From an optimization exercise on the open Yosys and OpenROAD flow, aimed at small area and a short achievable clock period; shortcuts taken in it are not production practice.
RTL that was checked went through simulation tests only; none was proved equivalent to the original.
Power and IR drop assume default switching activity.

==> flow/design.v (excerpt) <==
module boot_rom (
  input  logic             clk,
  input  logic             rst_n,
  input  logic             clken,
  input  imem_pkg::iaddr_t fetch_addr,
  output imem_pkg::instr_t instruction,
  output logic             ready,
  input  logic             spi_miso,
  output logic             spi_cs,
  output logic             spi_sclk,
  output logic             spi_mosi
);
For scale: about 2,000 cells after synthesis, roughly 30 I/O pins, roughly 31,000 µm² of cells after synthesis.
clock: 4.0 ns
lec_check: 0
cap_margin: 20
core_margin: 2
core_utilization: 40
setup_slack_margin: 1.5
slew_margin: 20
run.sh (not shown) runs the stock make flow with config.mk's settings and CLKGATE_MAP_FILE= SYNTH_SCRIPT=/design/flow/synth_recipe.tcl, a recipe that flattens the netlist after the stock synthesis.
Testbench counts at the start, summed over its fixed seeds: boot cycles 51,816.
==> next run, changes <==
SETUP_SLACK_MARGIN = 2.2   (was 1.5)
The new run produced a clean layout.
Sequential power stays flat.
Routed wire length rose by 2.2%.
Cell area rose by about 2%.
Critical path depth fell by 1.
==> next run, changes <==
SETUP_SLACK_MARGIN = default   (was 2.2)
Setup slack got worse by 240 ps.
First-iteration DRC count fell by 17%.
Synthesized cell count stays the same.
Fmax falls by 7.2%.
Sequential power stays flat.
Worst hold slack is worse by 6.1 ps.
Routed wire length went down by 8.1%.
Die area is unchanged.
Sequential share of layout area is higher by 2.4 points.
Final cell count falls by 2.6%.

* * *

The RTL this note starts from:
==> flow/design.v <==
`default_nettype none
package flash_pkg;
  localparam logic [7:0] FLASH_OP_READ = 8'h03;
  typedef struct packed {
    logic [7:0]  opcode;
    logic [23:0] addr;       
  } flash_cmd_fields_t;
  typedef union packed {
    flash_cmd_fields_t f;
    logic [3:0][7:0]   bytes;
  } flash_cmd_u;
  typedef enum logic [2:0] {
    CMD,
    ADDR_HI,
    ADDR_MID,
    ADDR_LO,
    DUMMY,
    DATA_HI,
    DATA_LO
  } reader_phase_e;
endpackage
`default_nettype wire
`default_nettype none
package imem_pkg;
  localparam int INSTR_W = 16;
  typedef logic [INSTR_W-1:0] instr_t;
  typedef logic [6-1:0] iaddr_t;
endpackage
`default_nettype wire
`default_nettype none
`timescale 1ns/1ps
module spi_flash_reader (
  input  logic       clk,
  input  logic       rst_n,
  input  logic       clken,
  output logic       ins,        
  output logic [3:0] bit_j,      
  output logic       ready,
  output logic       spi_cs,
  output logic       spi_sclk,
  output logic       spi_mosi,
  input  logic       spi_miso
);
  localparam logic [10:0] HDR_START = 11'd2008;
  localparam logic [10:0] LAST_BIT  = 11'd1023;
  localparam logic [5:0]  WAIT0     = 6'd47;
  logic [10:0] q;
  logic        got;        
  logic        last;       
  logic [5:0]  wait_n;     
  logic        fall;
  logic        done;
  logic        data_fall;
  logic        active;
  logic        mosi_next;
  logic        got_n;
  logic [10:0] q_n;
  logic [5:0]  wait_nn;
  assign bit_j  = q[3:0];
  assign active = !ready && !spi_cs;
  assign done      = clken && active && last && (got || ins);
  assign fall      = clken && active && spi_sclk && (q[10] || ((got || ins) && !last));
  assign data_fall = fall && !q[10];
  assign mosi_next = (q == HDR_START + 11'd5) || (q == HDR_START + 11'd6) ||
                     (q == HDR_START + 11'd10);
  assign q_n     = fall ? q + 11'd1 : q;
  assign got_n   = !fall && (got || ins);
  assign wait_nn = !data_fall ? wait_n + 6'd1 :
                   ((q[4:0] == 5'h1f) ? wait_n - 6'd2 : wait_n - 6'd1);
  always_ff @(posedge clk) begin
    if (!rst_n) begin
      q        <= HDR_START;
      got      <= 1'b0;
      last     <= 1'b0;
      wait_n   <= WAIT0;
      ins      <= 1'b0;
      ready    <= 1'b0;
      spi_cs   <= 1'b1;
      spi_sclk <= 1'b1;
      spi_mosi <= 1'b0;
    end else begin
      q      <= q_n;
      got    <= got_n;
      wait_n <= wait_nn;
      if (fall) begin
        last <= (q == LAST_BIT - 11'd1);
      end
      ins <= !done && (active || (clken && spi_cs && !ready)) && !q_n[10] && !got_n &&
             (wait_nn == 6'd0);
      if (done) begin
        ready    <= 1'b1;
        spi_cs   <= 1'b1;
        spi_sclk <= 1'b1;
      end else if (clken && !ready) begin
        if (spi_cs) begin
          spi_cs   <= 1'b0;            
          spi_sclk <= 1'b0;
          spi_mosi <= 1'b0;
        end else if (!spi_sclk) begin
          spi_sclk <= 1'b1;
        end else if (fall) begin
          spi_sclk <= 1'b0;
          spi_mosi <= mosi_next;
        end
      end
    end
  end
endmodule
`default_nettype wire
`default_nettype none
`timescale 1ns/1ps
module imem_bank #(
  parameter int INS = 0
) (
  input  logic                    clk,
  input  logic                    ins,      
  input  logic                    din,
  input  logic [7:0]              sel_lo,   
  input  logic [7:0]              sel_hi,   
  input  logic                    hold,     
  output logic                    fbit      
);
  logic [64-1:0] ring;
  logic [7:0]                   grp;
  logic                         fbit_d;
  always_ff @(posedge clk) begin
    ring <= {ring[64-2:0], ring[64-1]};
    if (ins) begin
      ring[INS] <= din;
    end
  end
  for (genvar g = 0; g < 8; g++) begin : g_grp
    imem_andor8 u_grp (
      .sel (sel_lo),
      .d   (ring[8*g +: 8]),
      .y   (grp[g])
    );
  end
  imem_andor u_out (
    .sel (sel_hi),
    .d   (grp),
    .keep(hold),
    .q   (fbit),
    .y   (fbit_d)
  );
  always_ff @(posedge clk) begin
    fbit <= fbit_d;
  end
endmodule
module imem_andor8 (
  input  logic [7:0] sel,
  input  logic [7:0] d,
  output logic       y
);
  assign y = |(sel & d);
endmodule
module imem_andor (
  input  logic [7:0] sel,
  input  logic [7:0] d,
  input  logic       keep,
  input  logic       q,
  output logic       y
);
  assign y = |(sel & d) | (keep & q);
endmodule
`default_nettype wire
`default_nettype none
`timescale 1ns/1ps
module boot_rom (
  input  logic             clk,
  input  logic             rst_n,
  input  logic             clken,
  input  imem_pkg::iaddr_t fetch_addr,
  output imem_pkg::instr_t instruction,
  output logic             ready,
  input  logic             spi_miso,
  output logic             spi_cs,
  output logic             spi_sclk,
  output logic             spi_mosi
);
  localparam logic [5:0] PHASE0 = 6'd46;
  imem_pkg::iaddr_t phase, phase_n;
  logic [3:0]       dlo, dhi;
  logic [2:0]       a_lo, a_hi;
  logic [7:0]       sel_lo, sel_hi, hi0, late;
  logic             take;
  logic             hold;
  logic             ins;
  logic [3:0]       bit_j;
  assign a_lo = fetch_addr[3:1];
  assign a_hi = {fetch_addr[0], fetch_addr[5:4]};
  assign phase_n = !rst_n ? PHASE0 : phase + 6'd1;
  function automatic logic [3:0] diff_bits(input logic [2:0] p);
    diff_bits = {p[2] ^ (p[1:0] != 2'd3), p[2] ^ !p[1], p[2] ^ (p[1:0] == 2'd0), p[1] ^ !p[0]};
  endfunction
  always_ff @(posedge clk) begin
    phase <= phase_n;
    dlo   <= diff_bits(phase_n[2:0]);
    dhi   <= diff_bits(phase_n[5:3]);
    for (int x = 1; x < 8; x++) begin
      late[x] <= (3'(x) > phase_n[2:0]);    
    end
  end
  assign late[0] = 1'b0;
  imem_addr_dec u_dec (
    .clk    (clk),
    .a_lo   (a_lo),
    .a_hi   (a_hi),
    .phase_n(phase_n),
    .dlo   (dlo),
    .dhi   (dhi),
    .late  (late),
    .take  (take),
    .sel_lo(sel_lo),
    .sel_hi(sel_hi)
  );
  assign take = rst_n && clken && ready;
  assign hold = rst_n && !(clken && ready);
  spi_flash_reader u_reader (
    .clk     (clk),
    .rst_n   (rst_n),
    .clken   (clken),
    .ins     (ins),
    .bit_j   (bit_j),
    .ready   (ready),
    .spi_cs  (spi_cs),
    .spi_sclk(spi_sclk),
    .spi_mosi(spi_mosi),
    .spi_miso(spi_miso)
  );
  for (genvar b = 0; b < imem_pkg::INSTR_W; b++) begin : g_lane
    imem_bank #(.INS(2 * (imem_pkg::INSTR_W - 1 - b))) u_lane (
      .clk (clk),
      .ins (ins && (bit_j == 4'(imem_pkg::INSTR_W - 1 - b))),
      .din (spi_miso),
      .sel_lo(sel_lo),
      .sel_hi(sel_hi),
      .hold  (hold),
      .fbit  (instruction[b])
    );
  end
endmodule
module imem_addr_dec (
  input  logic       clk,
  input  logic [2:0] a_lo,
  input  logic [2:0] a_hi,
  input  logic [5:0] phase_n,   
  input  logic [3:0] dlo,
  input  logic [3:0] dhi,
  input  logic [7:0] late,     
  input  logic       take,
  output logic [7:0] sel_lo,
  output logic [7:0] sel_hi
);
  logic [7:0] hi0, a_lo_hot;
  logic       borrow;
  logic [5:0] phase;
  always_ff @(posedge clk) begin
    phase <= phase_n;
  end
  function automatic logic [2:0] minus(input logic [2:0] p, input logic [3:0] d, input int x);
    logic b2;
    case (x % 4)
      0: b2 = p[2];
      1: b2 = d[1];
      2: b2 = d[2];
      default: b2 = d[3];
    endcase
    minus = {b2 ^ 1'((x / 4) % 2), ((x % 2) ? d[0] : p[1]) ^ 1'((x / 2) % 2), p[0] ^ 1'(x % 2)};
  endfunction
  always_comb begin
    for (int x = 0; x < 8; x++) begin
      sel_lo[x]   = (a_lo == minus(phase[2:0], dlo, x));    
      hi0[x]      = (a_hi == minus(phase[5:3], dhi, x));    
      a_lo_hot[x] = (a_lo == 3'(x));
    end
  end
  imem_andor8 u_borrow (
    .sel(a_lo_hot),
    .d  (late),
    .y  (borrow)
  );
  imem_hsel u_hsel (
    .hi0   (hi0),
    .borrow(borrow),
    .take  (take),
    .sel_hi(sel_hi)
  );
endmodule
module imem_hsel (
  input  logic [7:0] hi0,
  input  logic       borrow,
  input  logic       take,
  output logic [7:0] sel_hi
);
  logic take0, take1;
  assign take0 = take && !borrow;
  assign take1 = take && borrow;
  always_comb begin
    for (int g = 0; g < 8; g++) begin
      sel_hi[g] = (take0 && hi0[g]) || (take1 && hi0[(g + 1) % 8]);
    end
  end
endmodule
`default_nettype wire
==> flow/config.mk <==
export PLATFORM = sky130hd
export DESIGN_NAME = boot_rom
export DESIGN_NICKNAME = boot_rom
export VERILOG_FILES = /design/flow/design.v
export SDC_FILE = /design/flow/constraint.sdc
export NUM_CORES = 4
export LEC_CHECK = 0
export CAP_MARGIN = 20
export CORE_MARGIN = 2
export CORE_UTILIZATION = 65
export CTS_CLUSTER_DIAMETER = 100
export CTS_CLUSTER_SIZE = 26
export PLACE_DENSITY = 0.75
export SETUP_SLACK_MARGIN = 2.0
export SLEW_MARGIN = 20
export SYNTH_HIERARCHICAL = 1
export TNS_END_PERCENT = 10
==> flow/constraint.sdc <==
create_clock -name core_clock -period 4.0 [get_ports {clk}]
set_input_delay 0.8000 -clock core_clock [delete_from_list [all_inputs] [get_ports {clk}]]
set_output_delay 0.8000 -clock core_clock [all_outputs]
set_load 0.01 [all_outputs]
Edit:
- CTS_CLUSTER_SIZE: 26 -> 30
Utilization goes down by 0.46 points.
Count of clock-buffer cells in the layout goes down by 3.
Global-route usage goes down by 1.7 points.
No run of this note included a check of the RTL's function; only the layout flow was run.

-- re-timing with driven ports --
No port has a modelled driver above. Below, the same layouts with a new extraction and two added sets of constraints.
Step 1: set_driving_cell puts a clkbuf_16 on clk and a buf_2 on each other input, an assumption about the parent block.
Step 2 times the ports against the registers' clock, not the clock port: input delays grow and output delays shrink by t, the midpoint of the rising clock arrivals with the driver on.
Slacks: ideal ports / drivers / drivers and shift; pairs: ideal ports / drivers.
run	t, ns	setup slack, ns	latest minus earliest clock arrival (ns)
the first run of note 1	0.708	0.921 / 0.951 / 0.247	0.028 / 0.028
the second run of note 1	0.712	0.914 / 0.916 / 0.239	0.029 / 0.029
the third run of note 1	0.703	0.676 / 0.709 / 0.007	0.035 / 0.035
the first run of note 2	0.667	1.754 / 1.757 / 1.091	0.031 / 0.031
the second run of note 2	0.665	1.705 / 1.715 / 1.050	0.028 / 0.028
After both steps setup and hold are still met in every run listed. The setup slack of the second run of note 1, which loses most, moves by +0.002 ns with the drivers and by -0.675 ns with both steps.
